This is an optimization exercise on Yosys and OpenROAD, whose aim is small area, a short achievable clock period and few clock cycles per item, not a production implementation.
Only simulation tests tie the RTL to the original design; equivalence was not proved.

## the baseline
## drive_to_relative_point
module drive_to_relative_point #(
    parameter int POS_WIDTH     = 32,
    parameter int VEL_FRAC_BITS = 15
) (
    input  logic                 i_clk,
    input  logic                 i_rst_n,
    input  logic                 i_cfg_we,
    input  logic [CIDX_W-1:0]    i_cfg_idx,
    input  logic [CDAT_W-1:0]    i_cfg_wdata,
    input  logic                 i_in_valid,
    output logic                 o_in_ready,
    input  logic [1:0]           i_action,
    input  logic [POS_WIDTH-1:0] i_pos_x,
    input  logic [POS_WIDTH-1:0] i_pos_y,
    input  logic [31:0]          i_yaw,
    output logic                 o_out_valid,
    input  logic                 i_out_ready,
    output logic [OUT_W-1:0]     o_vel_x,
    output logic [OUT_W-1:0]     o_vel_y,
    output logic [OUT_W-1:0]     o_vel_rot,
    output logic                 o_finished,
    output logic [1:0]           o_finish_cause,
    output logic                 o_stop_drive
);
For scale: ~8300 cells after synthesis, roughly 840 flip-flops, roughly 0.063 mm2 of cells after synthesis.
clock: 11.0 ns
lec_check: 0
abc_area: 1
cap_margin: 20
core_margin: 2
core_utilization: 60
setup_slack_margin: 5
slew_margin: 20
run.sh (not shown) runs the stock make flow with config.mk's settings and CLKGATE_MAP_FILE= SYNTH_SCRIPT=/design/flow/synth_recipe.tcl, a recipe that flattens the netlist after the stock synthesis.
Testbench counts of the baseline, summed over its fixed seeds: cycles 67,409, items 6,400.
The inputs of the candidate differ from those of the baseline as listed below.
--- a/flow/design.v
+++ b/flow/design.v
@@ -255,21 +255,22 @@
     logic [30:0] nz;
     logic [4:0]  lead;
     logic        lead_bx, lead_by;
     logic [1:0]  lead_x2, lead_y2, lead_r;
     logic [4:0]  lead_m, lead_e;
     logic [35:0] e_n;
     logic        ef_n;
     logic [31:0] r_n;
     logic        c1_n;
     logic [4:0]  ptr_m1, ptr_m2;
-    logic        nxt_bx, nxt_by;
+    logic        nxt_bx, nxt_by, sel_bx, sel_by;
+    logic [4:0]  sel_i;
     logic [30:0] x_n, y_n;
     logic [34:0] dxy_n, dxy_lead;
     logic        reach_d, running_eff, sq_last, direct;
     logic        q_push, q_pop, pop_upd, d_free, d_done, q_room, handoff;
     logic [3:0]  q_in;
     logic [3:0]  q_head;
     logic        head_ok, can_load;
     t_front      s_next;
     logic [3:0]  spd_lead;
     assign accept   = i_in_valid && r_in_ready;
@@ -297,26 +298,29 @@
         for (int i = 0; i < 31; i++) begin
             if (nz[i]) lead = 5'(i);
         end
     end
     assign lead_x2 = {r_dx[lead], (lead != '0) && r_dx[lead - 5'd1]};
     assign lead_y2 = {r_dy[lead], (lead != '0) && r_dy[lead - 5'd1]};
     assign lead_m  = {3'd0, lead_x2} * {3'd0, lead_x2}
                    + {3'd0, lead_y2} * {3'd0, lead_y2};
     assign lead_r  = (lead_m >= 5'd16) ? 2'd2 : (lead_m >= 5'd4) ? 2'd1 : 2'd0;
     assign lead_e  = lead_m - {1'b0, lead_r, 2'b00} * {3'd0, lead_r};
-    assign lead_bx = (lead > 5'd1) && r_dx[lead - 5'd2];
-    assign lead_by = (lead > 5'd1) && r_dy[lead - 5'd2];
+    assign sel_i   = (s_state == S_LZ) ? (lead - 5'd2) : ptr_m2;
+    assign sel_bx  = r_dx[sel_i];
+    assign sel_by  = r_dy[sel_i];
+    assign lead_bx = (lead > 5'd1) && sel_bx;
+    assign lead_by = (lead > 5'd1) && sel_by;
     assign ptr_m1  = r_ptr - 5'd1;
     assign ptr_m2  = r_ptr - 5'd2;
-    assign nxt_bx  = (r_ptr > 5'd1) && r_dx[ptr_m2];
-    assign nxt_by  = (r_ptr > 5'd1) && r_dy[ptr_m2];
+    assign nxt_bx  = (r_ptr > 5'd1) && sel_bx;
+    assign nxt_by  = (r_ptr > 5'd1) && sel_by;
     assign x_n      = {r_x[29:0], r_bx};
     assign y_n      = {r_y[29:0], r_by};
     assign dxy_n    = (nxt_bx ? {2'b00, x_n, 2'b01} : 35'd0)
                     + (nxt_by ? {2'b00, y_n, 2'b01} : 35'd0);
     assign dxy_lead = (lead_bx ? {29'd0, lead_x2, 2'b01} : 35'd0)
                     + (lead_by ? {29'd0, lead_y2, 2'b01} : 35'd0);
     dtrp_sqrt u_sqrt (
         .i_s  (r_e),
         .i_f  (r_ef),
         .i_r  (r_r),
Findings:
The candidate reached the end of the flow, and the finished layout is clean on the timing, DRC and antenna checks.
The candidate vs the baseline: row count down in the candidate
The lower critical path depth came out of the baseline.
Of the two values seen for launching instance or port of the critical path, r_dx[2]$_DFFE_PP_ was produced by the candidate and i_action[0] by the baseline.
Clock latency reported for the late side of the worst-skew pair on the candidate is up relative to the baseline.
The core of the candidate is more densely filled than that of the baseline.
| setup slack after layout | higher: the baseline |
From the baseline to the candidate the numbers moved as follows: number of instances on the worst hold path decreased by 2 relative to the old numbers, mux share of post-synthesis cell area was more or less identical, area taken by flip-flops and latches stayed essentially flat, cell count after synthesis has decreased.
Going from the baseline to the candidate, number of well-tap cells placed dropped 12, worst max-slew margin expressed relative to the limit dropped 2.2 points, total track usage climbed 0.32 points.
Testbench counts of the candidate, summed over its fixed seeds: cycles 67,409, items 6,400.

---

Starting RTL as in the previous note.
==> module dtrp_sqrt, before the edit <==
module dtrp_sqrt (
    input  logic [35:0] i_s,
    input  logic        i_f,
    input  logic [31:0] i_r,
    input  logic [34:0] i_dxy,
    output logic [35:0] o_s,
    output logic        o_f,
    output logic [31:0] o_r,
    output logic        o_c1
);
    logic [39:0] ea, xy, k1, k2, d1, d2, s1, c1, s2, c2;
    logic [32:0] rp1;
    assign ea = {{2{i_s[35]}}, i_s, 2'b00};
    assign xy = {5'b0, i_dxy};
    assign k1 = i_f ? {4'b0000, i_r, 4'b1100} : ~{4'b0000, i_r, 4'b0100};
    assign k2 = i_f ? 40'd0 : ~{3'b000, i_r, 5'b10000};
    assign s1  = ea ^ xy ^ k1;
    assign c1  = {((ea[38:0] & xy[38:0]) | (ea[38:0] & k1[38:0]) | (xy[38:0] & k1[38:0])), !i_f};
    assign s2  = ea ^ xy ^ k2;
    assign c2  = {((ea[38:0] & xy[38:0]) | (ea[38:0] & k2[38:0]) | (xy[38:0] & k2[38:0])), !i_f};
    assign d1  = s1 + c1;
    assign d2  = s2 + c2;
    assign rp1 = {1'b0, i_r} + 33'd1;
    assign o_c1 = !d1[39];
    always_comb begin
        if (!d2[39]) begin
            o_s = d2[35:0];
            o_f = 1'b0;
            o_r = {rp1[30:0], 1'b0};
        end else if (!d1[39]) begin
            o_s = d1[35:0];
            o_f = 1'b0;
            o_r = {i_r[30:0], 1'b1};
        end else begin
            o_s = d1[35:0];
            o_f = 1'b1;
            o_r = {i_r[30:0], 1'b0};
        end
    end
endmodule
==> module dtrp_div, before the edit <==
module dtrp_div (
    input  logic [32:0] i_s,
    input  logic        i_f,
    input  logic [30:0] i_a,
    input  logic [31:0] i_r,
    input  logic        i_bit,
    output logic [32:0] o_s,
    output logic        o_f,
    output logic [1:0]  o_qd
);
    logic [35:0] sa, aa, k1, k2, d1, d2, s1, c1, s2, c2;
    assign sa = {{2{i_s[32]}}, i_s, 1'b0};
    assign aa = i_bit ? {5'b0, i_a} : 36'd0;
    assign k1 = i_f ? {4'b0000, i_r} : ~{4'b0000, i_r};
    assign k2 = i_f ? 36'd0 : ~{3'b000, i_r, 1'b0};
    assign s1 = sa ^ aa ^ k1;
    assign c1 = {((sa[34:0] & aa[34:0]) | (sa[34:0] & k1[34:0]) | (aa[34:0] & k1[34:0])), !i_f};
    assign s2 = sa ^ aa ^ k2;
    assign c2 = {((sa[34:0] & aa[34:0]) | (sa[34:0] & k2[34:0]) | (aa[34:0] & k2[34:0])), !i_f};
    assign d1 = s1 + c1;
    assign d2 = s2 + c2;
    always_comb begin
        if (!d2[35]) begin
            o_s  = d2[32:0];
            o_f  = 1'b0;
            o_qd = 2'd2;
        end else if (!d1[35]) begin
            o_s  = d1[32:0];
            o_f  = 1'b0;
            o_qd = 2'd1;
        end else begin
            o_s  = d1[32:0];
            o_f  = 1'b1;
            o_qd = 2'd0;
        end
    end
endmodule
export LEC_CHECK = 0
export CAP_MARGIN = 20
export CORE_MARGIN = 2
export CORE_UTILIZATION = 40
export SETUP_SLACK_MARGIN = 5
export SLEW_MARGIN = 20
create_clock -name core_clock -period 11.0 [get_ports {i_clk}]
The first run finished clean.
Testbench counts at the start, summed over its fixed seeds: cycles 67,409, items 6,400.
Edit:
--- a/flow/design.v
+++ b/flow/design.v
@@ -41,12 +41,12 @@
     logic [32:0] rp1;
     assign ea = {{2{i_s[35]}}, i_s, 2'b00};
     assign xy = {5'b0, i_dxy};
-    assign k1 = i_f ? {4'b0000, i_r, 4'b1100} : ~{4'b0000, i_r, 4'b0100};
-    assign k2 = i_f ? 40'd0 : ~{3'b000, i_r, 5'b10000};
+    assign k1 = i_f ? {4'b0000, i_r, 4'b1100} : (40'd0 - {4'b0000, i_r, 4'b0100});
+    assign k2 = i_f ? 40'd0 : (40'd0 - {3'b000, i_r, 5'b10000});
     assign s1  = ea ^ xy ^ k1;
-    assign c1  = {((ea[38:0] & xy[38:0]) | (ea[38:0] & k1[38:0]) | (xy[38:0] & k1[38:0])), !i_f};
+    assign c1  = {((ea[38:0] & xy[38:0]) | (ea[38:0] & k1[38:0]) | (xy[38:0] & k1[38:0])), 1'b0};
     assign s2  = ea ^ xy ^ k2;
-    assign c2  = {((ea[38:0] & xy[38:0]) | (ea[38:0] & k2[38:0]) | (xy[38:0] & k2[38:0])), !i_f};
+    assign c2  = {((ea[38:0] & xy[38:0]) | (ea[38:0] & k2[38:0]) | (xy[38:0] & k2[38:0])), 1'b0};
     assign d1  = s1 + c1;
     assign d2  = s2 + c2;
     assign rp1 = {1'b0, i_r} + 33'd1;
@@ -82,12 +82,12 @@
     logic [35:0] sa, aa, k1, k2, d1, d2, s1, c1, s2, c2;
     assign sa = {{2{i_s[32]}}, i_s, 1'b0};
     assign aa = i_bit ? {5'b0, i_a} : 36'd0;
-    assign k1 = i_f ? {4'b0000, i_r} : ~{4'b0000, i_r};
-    assign k2 = i_f ? 36'd0 : ~{3'b000, i_r, 1'b0};
+    assign k1 = i_f ? {4'b0000, i_r} : (36'd0 - {4'b0000, i_r});
+    assign k2 = i_f ? 36'd0 : (36'd0 - {3'b000, i_r, 1'b0});
     assign s1 = sa ^ aa ^ k1;
-    assign c1 = {((sa[34:0] & aa[34:0]) | (sa[34:0] & k1[34:0]) | (aa[34:0] & k1[34:0])), !i_f};
+    assign c1 = {((sa[34:0] & aa[34:0]) | (sa[34:0] & k1[34:0]) | (aa[34:0] & k1[34:0])), 1'b0};
     assign s2 = sa ^ aa ^ k2;
-    assign c2 = {((sa[34:0] & aa[34:0]) | (sa[34:0] & k2[34:0]) | (aa[34:0] & k2[34:0])), !i_f};
+    assign c2 = {((sa[34:0] & aa[34:0]) | (sa[34:0] & k2[34:0]) | (aa[34:0] & k2[34:0])), 1'b0};
     assign d1 = s1 + c1;
     assign d2 = s2 + c2;
     always_comb begin
Wire length went up by a few percent.
Synthesized area went up slightly.
Hold slack got worse by 0.0098 ns.
Design area went up by a few percent.
Register-to-register slack improved by 0.02 ns.
First-iteration DRC count went up by a few percent.
Global-route usage went up by 0.50 points.
Sequential cell count is unchanged.
Clock skew went up by 0.014 ns.
Cell count went up by a few percent.
Testbench counts after the change, summed over its fixed seeds: cycles 67,409, items 6,400.

---

drive_to_relative_point, a different RTL version from the one above (not shown whole).
For scale: ~7600 cells after synthesis, roughly 810 flip-flops, ~64000 um2 of cells after synthesis.
clock: 11.0 ns
lec_check: 0
cap_margin: 20
core_margin: 2
core_utilization: 40
setup_slack_margin: 5
slew_margin: 20
Testbench counts at the start, summed over its fixed seeds: cycles 67,409, items 6,400.
Edit:
--- a/flow/design.v
+++ b/flow/design.v
@@ -27,32 +27,28 @@
 endpackage
 `timescale 1ns / 1ps
 import dtrp_pkg::*;
 module dtrp_sqrt (
     input  logic [35:0] i_s,
     input  logic        i_f,
     input  logic [31:0] i_r,
-    input  logic [30:0] i_x,
-    input  logic [30:0] i_y,
-    input  logic        i_bx,
-    input  logic        i_by,
+    input  logic [34:0] i_dxy,
     output logic [35:0] o_s,
     output logic        o_f,
     output logic [31:0] o_r,
     output logic        o_c1
 );
-    logic [39:0] ea, xa, ya, k1, k2, d1, d2;
+    logic [39:0] ea, xy, k1, k2, d1, d2;
     logic [32:0] rp1;
     assign ea = {{2{i_s[35]}}, i_s, 2'b00};
-    assign xa = i_bx ? {7'b0, i_x, 2'b01} : 40'd0;
-    assign ya = i_by ? {7'b0, i_y, 2'b01} : 40'd0;
+    assign xy = {5'b0, i_dxy};
     assign k1 = i_f ? {4'b0000, i_r, 4'b1100} : (40'd0 - {4'b0000, i_r, 4'b0100});
     assign k2 = i_f ? 40'd0 : (40'd0 - {3'b000, i_r, 5'b10000});
-    assign d1  = ea + xa + ya + k1;
-    assign d2  = ea + xa + ya + k2;
+    assign d1  = ea + xy + k1;
+    assign d2  = ea + xy + k2;
     assign rp1 = {1'b0, i_r} + 33'd1;
     assign o_c1 = !d1[39];
     always_comb begin
         if (!d2[39]) begin
             o_s = d2[35:0];
             o_f = 1'b0;
             o_r = {rp1[30:0], 1'b0};
@@ -192,14 +188,15 @@
     logic [35:0]        r_e;
     logic               r_ef;
     logic [31:0]        r_r;
     logic [4:0]         r_ptr;
     logic               r_pend;
     logic [QA-1:0]      r_pend_idx;
     logic               r_bx, r_by;
+    logic [34:0]        r_dxy;
     logic               d_valid, d_run;
     logic [30:0]        d_ax, d_ay;
     logic [31:0]        d_r;
     logic [32:0]        d_remx, d_remy;
     logic               d_fx, d_fy;
     logic [SPEED_W-1:0] d_qx, d_qy;
     logic               d_xneg, d_yneg;
@@ -254,14 +251,16 @@
     logic [4:0]  lead_m, lead_e;
     logic [35:0] e_n;
     logic        ef_n;
     logic [31:0] r_n;
     logic        c1_n;
     logic [4:0]  ptr_m1, ptr_m2;
     logic        nxt_bx, nxt_by;
+    logic [30:0] x_n, y_n;
+    logic [34:0] dxy_n, dxy_lead;
     logic        reach_d, running_eff, sq_last, direct;
     logic        q_push, q_pop, pop_upd, d_free, d_done, q_room, handoff;
     logic [3:0]  q_in;
     logic [3:0]  q_head;
     logic        head_ok, can_load;
     t_front      s_next;
     logic [3:0]  spd_lead;
@@ -299,22 +298,25 @@
     assign lead_e  = lead_m - {1'b0, lead_r, 2'b00} * {3'd0, lead_r};
     assign lead_bx = (lead > 5'd1) && r_dx[lead - 5'd2];
     assign lead_by = (lead > 5'd1) && r_dy[lead - 5'd2];
     assign ptr_m1  = r_ptr - 5'd1;
     assign ptr_m2  = r_ptr - 5'd2;
     assign nxt_bx  = (r_ptr > 5'd1) && r_dx[ptr_m2];
     assign nxt_by  = (r_ptr > 5'd1) && r_dy[ptr_m2];
+    assign x_n      = {r_x[29:0], r_bx};
+    assign y_n      = {r_y[29:0], r_by};
+    assign dxy_n    = (nxt_bx ? {2'b00, x_n, 2'b01} : 35'd0)
+                    + (nxt_by ? {2'b00, y_n, 2'b01} : 35'd0);
+    assign dxy_lead = (lead_bx ? {29'd0, lead_x2, 2'b01} : 35'd0)
+                    + (lead_by ? {29'd0, lead_y2, 2'b01} : 35'd0);
     dtrp_sqrt u_sqrt (
         .i_s  (r_e),
         .i_f  (r_ef),
         .i_r  (r_r),
-        .i_x  (r_x),
-        .i_y  (r_y),
-        .i_bx (r_bx),
-        .i_by (r_by),
+        .i_dxy (r_dxy),
         .o_s  (e_n),
         .o_f  (ef_n),
         .o_r  (r_n),
         .o_c1 (c1_n)
     );
     assign reach_d     = r_pend && !r_shift && (d_r <= {16'd0, r_thresh});
     assign running_eff = r_running && !reach_d;
@@ -453,22 +455,24 @@
             r_x   <= {29'd0, lead_x2};
             r_y   <= {29'd0, lead_y2};
             r_e   <= {31'd0, lead_e};
             r_ef  <= 1'b0;
             r_ptr <= lead - 5'd1;
             r_bx  <= lead_bx;
             r_by  <= lead_by;
+            r_dxy <= dxy_lead;
         end else begin
             r_e   <= e_n;
             r_ef  <= ef_n;
-            r_x   <= {r_x[29:0], r_bx};
-            r_y   <= {r_y[29:0], r_by};
+            r_x   <= x_n;
+            r_y   <= y_n;
             r_ptr <= ptr_m1;
             r_bx  <= nxt_bx;
             r_by  <= nxt_by;
+            r_dxy <= dxy_n;
         end
     end
     logic [32:0] remx_n, remy_n;
     logic        fx_n, fy_n;
     logic [1:0]  qdx, qdy;
     logic [3:0]  j_m1;
     logic [15:0] spd16;
Outcome: Final area came out lower by 0.89%. Wire length drops by 2.7%. Core utilization came out lower by 0.31 points. Maximum frequency rose by 7.3%. Synthesized cell count is higher by 1.6%. Via count hardly moves. Sequential share of layout area came out higher by 1.1 points. Final cell count is higher by 1.0%. Critical path depth increases by 1. Clock skew went up by 0.035 ns. Die area went down by 0.39%. Synthesized area shrinks by 0.39%. Global-route usage shrinks by 0.58 points.
Testbench counts after the change, summed over its fixed seeds: cycles 67,409, items 6,400.

separate check: timing with driven ports:
How much do the figures lean on ideal ports? The routed layouts below were timed once more, with nothing changed but the port constraints. Step 1 assumes that a clkbuf_16 drives the clock port and a buf_2 every other input. Step 2 adds t to the input delays and takes it off the output delays; t is the mean of the earliest and latest rising clock arrival at the registers after step 1. Input paths then give back, and output paths get back, about the clock's delay inside the block. a / b / c = no drivers / after step 1 / after step 2; a / b = the first two.
run	t (ns)	setup slack, ns	worst setup path after step 2	slew at the worst register clock pin (ns)	pins driven straight from the clock port
the baseline	0.762	5.309 / 5.347 / 4.585	input to register	0.07 / 0.07	1
the candidate	0.774	4.227 / 4.227 / 4.227	register to register	0.07 / 0.07	1
the first run of note 2	0.805	5.116 / 5.116 / 4.408	input to register	0.07 / 0.07	1
the second run of note 2	0.815	5.138 / 5.138 / 4.371	input to register	0.07 / 0.07	1
the first run of note 3	0.798	4.639 / 4.639 / 4.439	input to register	0.08 / 0.08	1
the second run of note 3	0.815	5.071 / 5.071 / 4.364	input to register	0.07 / 0.07	1
After both steps setup and hold are still met in every run listed. The setup slack of the second run of note 2, which loses most, moves by 0.000 ns with the drivers and by -0.767 ns with both steps.
